From an optimization exercise on the open Yosys and OpenROAD flow, aimed at small area; shortcuts taken in it are not production practice. In this exercise RTL edits were held to simulation tests only and were not proved equivalent to the original. The flow treats the clock pin as an ideal source, which a real chip does not have. No activity file was given, so power comes from the tool's default toggle rates.

run 1:
==> flow/design.v <==
package result_ram_pkg;
    localparam int RES_DATA_W = 32;
    localparam int RES_ADDR_W = 6;
    localparam int RES_DEPTH  = 64;
    typedef logic [RES_DATA_W-1:0] res_word_t;
    typedef logic [RES_ADDR_W-1:0] res_addr_t;
endpackage
module result_ram_tracker (
    input  logic        clk,
    input  logic        rst_n,
    input  logic        we,
    input  logic [63:0] wsel,       
    input  logic        valid,      
    output logic [63:0] written,
    output logic [6:0]  wr_count,
    output logic        full
);
    logic [63:0] written_q;
    logic [6:0]  count_q;
    logic [63:0] written_d;
    for (genvar i = 0; i < 64; i++) begin : g_flag
        result_ram_or2 u_or (.a(written_q[i]), .b(wsel[i]), .y(written_d[i]));
    end
    always_ff @(posedge clk or negedge rst_n) begin
        if (!rst_n) begin
            written_q <= '0;
            count_q   <= '0;
        end else begin
            written_q <= written_d;
            count_q   <= count_q + {6'd0, we & ~valid};
        end
    end
    assign written  = written_q;
    assign wr_count = count_q;
    assign full     = count_q[6];    
endmodule
module result_ram_bit (
    input  logic clk,
    input  logic s,
    input  logic ns,
    input  logic dp,
    output logic q
);
    always_ff @(posedge clk) begin
        q <= ~((dp | ns) & (q | s));
    end
endmodule
module result_ram_aoi3 (
    input  logic [2:0] s,
    input  logic [2:0] d,
    output logic       y
);
    assign y = ~|(s & d);
endmodule
module result_ram_rdbit (
    input  logic [63:0] sel,
    input  logic [63:0] d,
    output logic        o
);
    logic [21:0] y;
    for (genvar k = 0; k < 21; k++) begin : g_a3
        result_ram_aoi3 u_a (.s(sel[3*k +: 3]), .d(d[3*k +: 3]), .y(y[k]));
    end
    assign y[21] = ~(sel[63] & d[63]);
    assign o = ~&y;
endmodule
module result_ram_or2 (
    input  logic a,
    input  logic b,
    output logic y
);
    assign y = a | b;
endmodule
module result_ram_xor2 (
    input  logic a,
    input  logic b,
    output logic y
);
    assign y = a ^ b;
endmodule
module result_ram (
    input  logic        clk,
    input  logic        rst_n,
    input  logic        we,
    input  logic [5:0]  addr,
    input  logic [31:0] din,
    output logic [31:0] dout,
    output logic        dout_valid,
    output logic [6:0]  wr_count,
    output logic        full
);
    logic        ph;
    logic [63:0] dec, wsel, nwsel, rsel, written;
    logic [31:0] dp, rd;
    logic [63:0] qt [32];     
    always_ff @(posedge clk or negedge rst_n) begin
        if (!rst_n) ph <= 1'b0;
        else        ph <= ~ph;
    end
    for (genvar b = 0; b < 32; b++) begin : g_dp
        result_ram_xor2 u_x (.a(din[b]), .b(ph), .y(dp[b]));
    end
    always_comb begin
        for (int i = 0; i < 64; i++) begin
            dec[i] = (addr == 6'(i));
        end
    end
    assign wsel  = dec & {64{we}};
    assign nwsel = ~wsel;
    assign rsel  = dec & written;
    for (genvar i = 0; i < 64; i++) begin : g_row
        for (genvar b = 0; b < 32; b++) begin : g_bit
            result_ram_bit u_bit (
                .clk (clk),
                .s   (wsel[i]),
                .ns  (nwsel[i]),
                .dp  (dp[b]),
                .q   (qt[b][i])
            );
        end
    end
    for (genvar b = 0; b < 32; b++) begin : g_rd
        result_ram_rdbit u_rd (.sel(rsel), .d(qt[b]), .o(rd[b]));
    end
    assign dout_valid = |rsel;
    logic ph_v;
    assign ph_v = ph & dout_valid;
    for (genvar b = 0; b < 32; b++) begin : g_do
        result_ram_xor2 u_x (.a(rd[b]), .b(ph_v), .y(dout[b]));
    end
    result_ram_tracker u_tracker (
        .clk      (clk),
        .rst_n    (rst_n),
        .we       (we),
        .wsel     (wsel),
        .valid    (dout_valid),
        .written  (written),
        .wr_count (wr_count),
        .full     (full)
    );
endmodule
==> flow/config.mk <==
export PLATFORM = sky130hd
export DESIGN_NAME = result_ram
export DESIGN_NICKNAME = result_ram
export VERILOG_FILES = /design/flow/design.v
export SDC_FILE = /design/flow/constraint.sdc
export NUM_CORES = 4
export LEC_CHECK = 0
export CAP_MARGIN = 20
export CORE_MARGIN = 2
export CORE_UTILIZATION = 60
export SETUP_SLACK_MARGIN = 0.2
export SLEW_MARGIN = 20
export SYNTH_HIERARCHICAL = 1
==> flow/constraint.sdc <==
create_clock -name core_clock -period 10.0 [get_ports {clk}]
set_input_delay 2.0000 -clock core_clock [delete_from_list [all_inputs] [get_ports {clk}]]
set_output_delay 2.0000 -clock core_clock [all_outputs]
set_load 0.01 [all_outputs]
standard.sh (not shown) runs the stock make flow with config.mk's settings and CLKGATE_MAP_FILE= SYNTH_SCRIPT=/design/flow/synth_recipe.tcl, a recipe that flattens the netlist after the stock synthesis.
==> flow/flow/run.sh <==
#!/bin/bash
# Standard ORFS layout, with the clock tree built from small clock buffers
# and without CTS dummy loads. The CTS settings are chosen by trying a few
# candidates on the placed design and taking the smallest tree whose
# flip-flop clock-pin slew (placement estimate) stays under a margin.
set -uo pipefail
here=$(pwd)
R=$here/orfs/results/$FLOW_PLATFORM/result_ram/base

export BUFFER_PORTS_ARGS="-buffer_cell sky130_fd_sc_hd__buf_2"
bash standard.sh place > standard_place.log 2>&1 || exit 1

B=sky130_fd_sc_hd__clkbuf_
common="-sink_clustering_enable -repair_clock_nets -dont_use_dummy_load"
cands=(
  "$common -buf_list ${B}4 -sink_clustering_size 8 -sink_clustering_max_diameter 60"
  "$common -buf_list ${B}4 -sink_clustering_size 8 -sink_clustering_max_diameter 40"
  "$common -buf_list ${B}2 -sink_clustering_size 5 -sink_clustering_max_diameter 30"
  "$common -buf_list ${B}2"
  "$common -buf_list ${B}8 -sink_clustering_size 14 -sink_clustering_max_diameter 40"
  "$common -buf_list ${B}4"
  "$common -buf_list ${B}16"
)
mkdir -p cts_try
i=0
for c in "${cands[@]}"; do
  ( ODB=$R/3_place.odb SDC=$R/3_place.sdc CTSARGS="$c" \
      openroad -no_init -exit $here/flow/cts_try.tcl > cts_try/try_$i.log 2>&1 ) &
  i=$((i+1))
  if (( i % 4 == 0 )); then wait; fi
done
wait

best=""; best_area=1e18
i=0
for c in "${cands[@]}"; do
  line=$(grep '^RESULT' cts_try/try_$i.log || true)
  if [[ -n $line ]]; then
    area=$(echo "$line" | awk '{print $3}'); slew=$(echo "$line" | awk '{print $5}')
    echo "cand $i area $area slew $slew : $c" >> cts_try/summary.txt
    if awk -v s="$slew" -v a="$area" -v b="$best_area" 'BEGIN{exit !(s < 0.100 && a < b)}'; then
      best="$c"; best_area=$area
    fi
  fi
  i=$((i+1))
done
if [[ -z $best ]]; then best="-sink_clustering_enable -repair_clock_nets"; fi
echo "chosen: $best" >> cts_try/summary.txt

export CTS_ARGS="$best"
export BUFFER_PORTS_ARGS="-buffer_cell sky130_fd_sc_hd__buf_2"
bash standard.sh > standard_finish.log 2>&1
Other scripts of this flow, unchanged in this note and not shown: flow/flow/cts_try.tcl
Run 1: done, clean on timing, DRC and antenna
Inputs modified between run 1 and run 2:
-- flow/design.v --
<<< run 1, line 18
    logic [63:0] written_q;
    logic [6:0]  count_q;
    logic [63:0] written_d;
    for (genvar i = 0; i < 64; i++) begin : g_flag
        result_ram_or2 u_or (.a(written_q[i]), .b(wsel[i]), .y(written_d[i]));
    end
    always_ff @(posedge clk or negedge rst_n) begin
        if (!rst_n) begin
>>> run 2, line 18
    logic [63:0] written_q;
    logic [6:0]  count_q;
    always_ff @(posedge clk or negedge rst_n) begin
        if (!rst_n) begin
<<< run 1, line 27
            count_q   <= '0;
        end else begin
            written_q <= written_d;
            count_q   <= count_q + {6'd0, we & ~valid};
        end
>>> run 2, line 23
            count_q   <= '0;
        end else begin
            written_q <= written_q | wsel;
            count_q   <= count_q + {6'd0, we & ~valid};
        end
<<< run 1, line 65
    assign o = ~&y;
endmodule
module result_ram_or2 (
    input  logic a,
    input  logic b,
    output logic y
);
    assign y = a | b;
endmodule
module result_ram_xor2 (
    input  logic a,
    input  logic b,
    output logic y
);
    assign y = a ^ b;
endmodule
module result_ram (
    input  logic        clk,
>>> run 2, line 61
    assign o = ~&y;
endmodule
module result_ram (
    input  logic        clk,
<<< run 1, line 98
        else        ph <= ~ph;
    end
    for (genvar b = 0; b < 32; b++) begin : g_dp
        result_ram_xor2 u_x (.a(din[b]), .b(ph), .y(dp[b]));
    end
    always_comb begin
        for (int i = 0; i < 64; i++) begin
>>> run 2, line 80
        else        ph <= ~ph;
    end
    assign dp = din ^ {32{ph}};
    always_comb begin
        for (int i = 0; i < 64; i++) begin
<<< run 1, line 124
    end
    assign dout_valid = |rsel;
    logic ph_v;
    assign ph_v = ph & dout_valid;
    for (genvar b = 0; b < 32; b++) begin : g_do
        result_ram_xor2 u_x (.a(rd[b]), .b(ph_v), .y(dout[b]));
    end
    result_ram_tracker u_tracker (
        .clk      (clk),
>>> run 2, line 104
    end
    assign dout_valid = |rsel;
    assign dout       = rd ^ {32{ph & dout_valid}};
    result_ram_tracker u_tracker (
        .clk      (clk),
--- outcome ---
Taking run 1 as the reference, in run 2 synthesized-area fraction occupied by and/or/nand/nor cells held, static leakage power went up 0.30%, post-route cell area held.
Timing endpoint of the critical path = dout[28]: run 2; timing endpoint of the critical path = dout[7]: run 1
Compared run 2 against run 1; sequential fraction of design power within noise.
Flip-flop and latch share of the layout cell area: run 2 vs run 1 — no meaningful difference
Share of final-layout standard cells stronger than drive strength 1 for run 2: 1.1 points up relative to run 1

==> re-timing with driven ports <==
No port has a modelled driver above. Below, the same layouts with a new extraction and two added sets of constraints. Step 1 (the two cells are an assumption about what drives the block):
set clk [get_ports {clk}]
set_driving_cell -lib_cell sky130_fd_sc_hd__clkbuf_16 $clk
set_driving_cell -lib_cell sky130_fd_sc_hd__buf_2 [delete_from_list [all_inputs] $clk]
Step 2 moves the port delays by t, midway between the first and last clock arrival at a register: inputs arrive t later, outputs are due t later. That takes back most of the time a late clock gives input paths. Three values: ideal, step 1, step 2; two values: the first two.
run | t, ns | slack for setup (ns) | cell pins on the clock port's net
run 1 | 1.340 | 1.641 / 1.617 / 1.617 | 1
run 2 | 1.306 | 1.460 / 1.307 / 1.307 | 1
After both steps setup and hold are still met in every run listed. The setup slack of run 2, which loses most, moves by -0.153 ns with the drivers and by -0.153 ns with both steps.
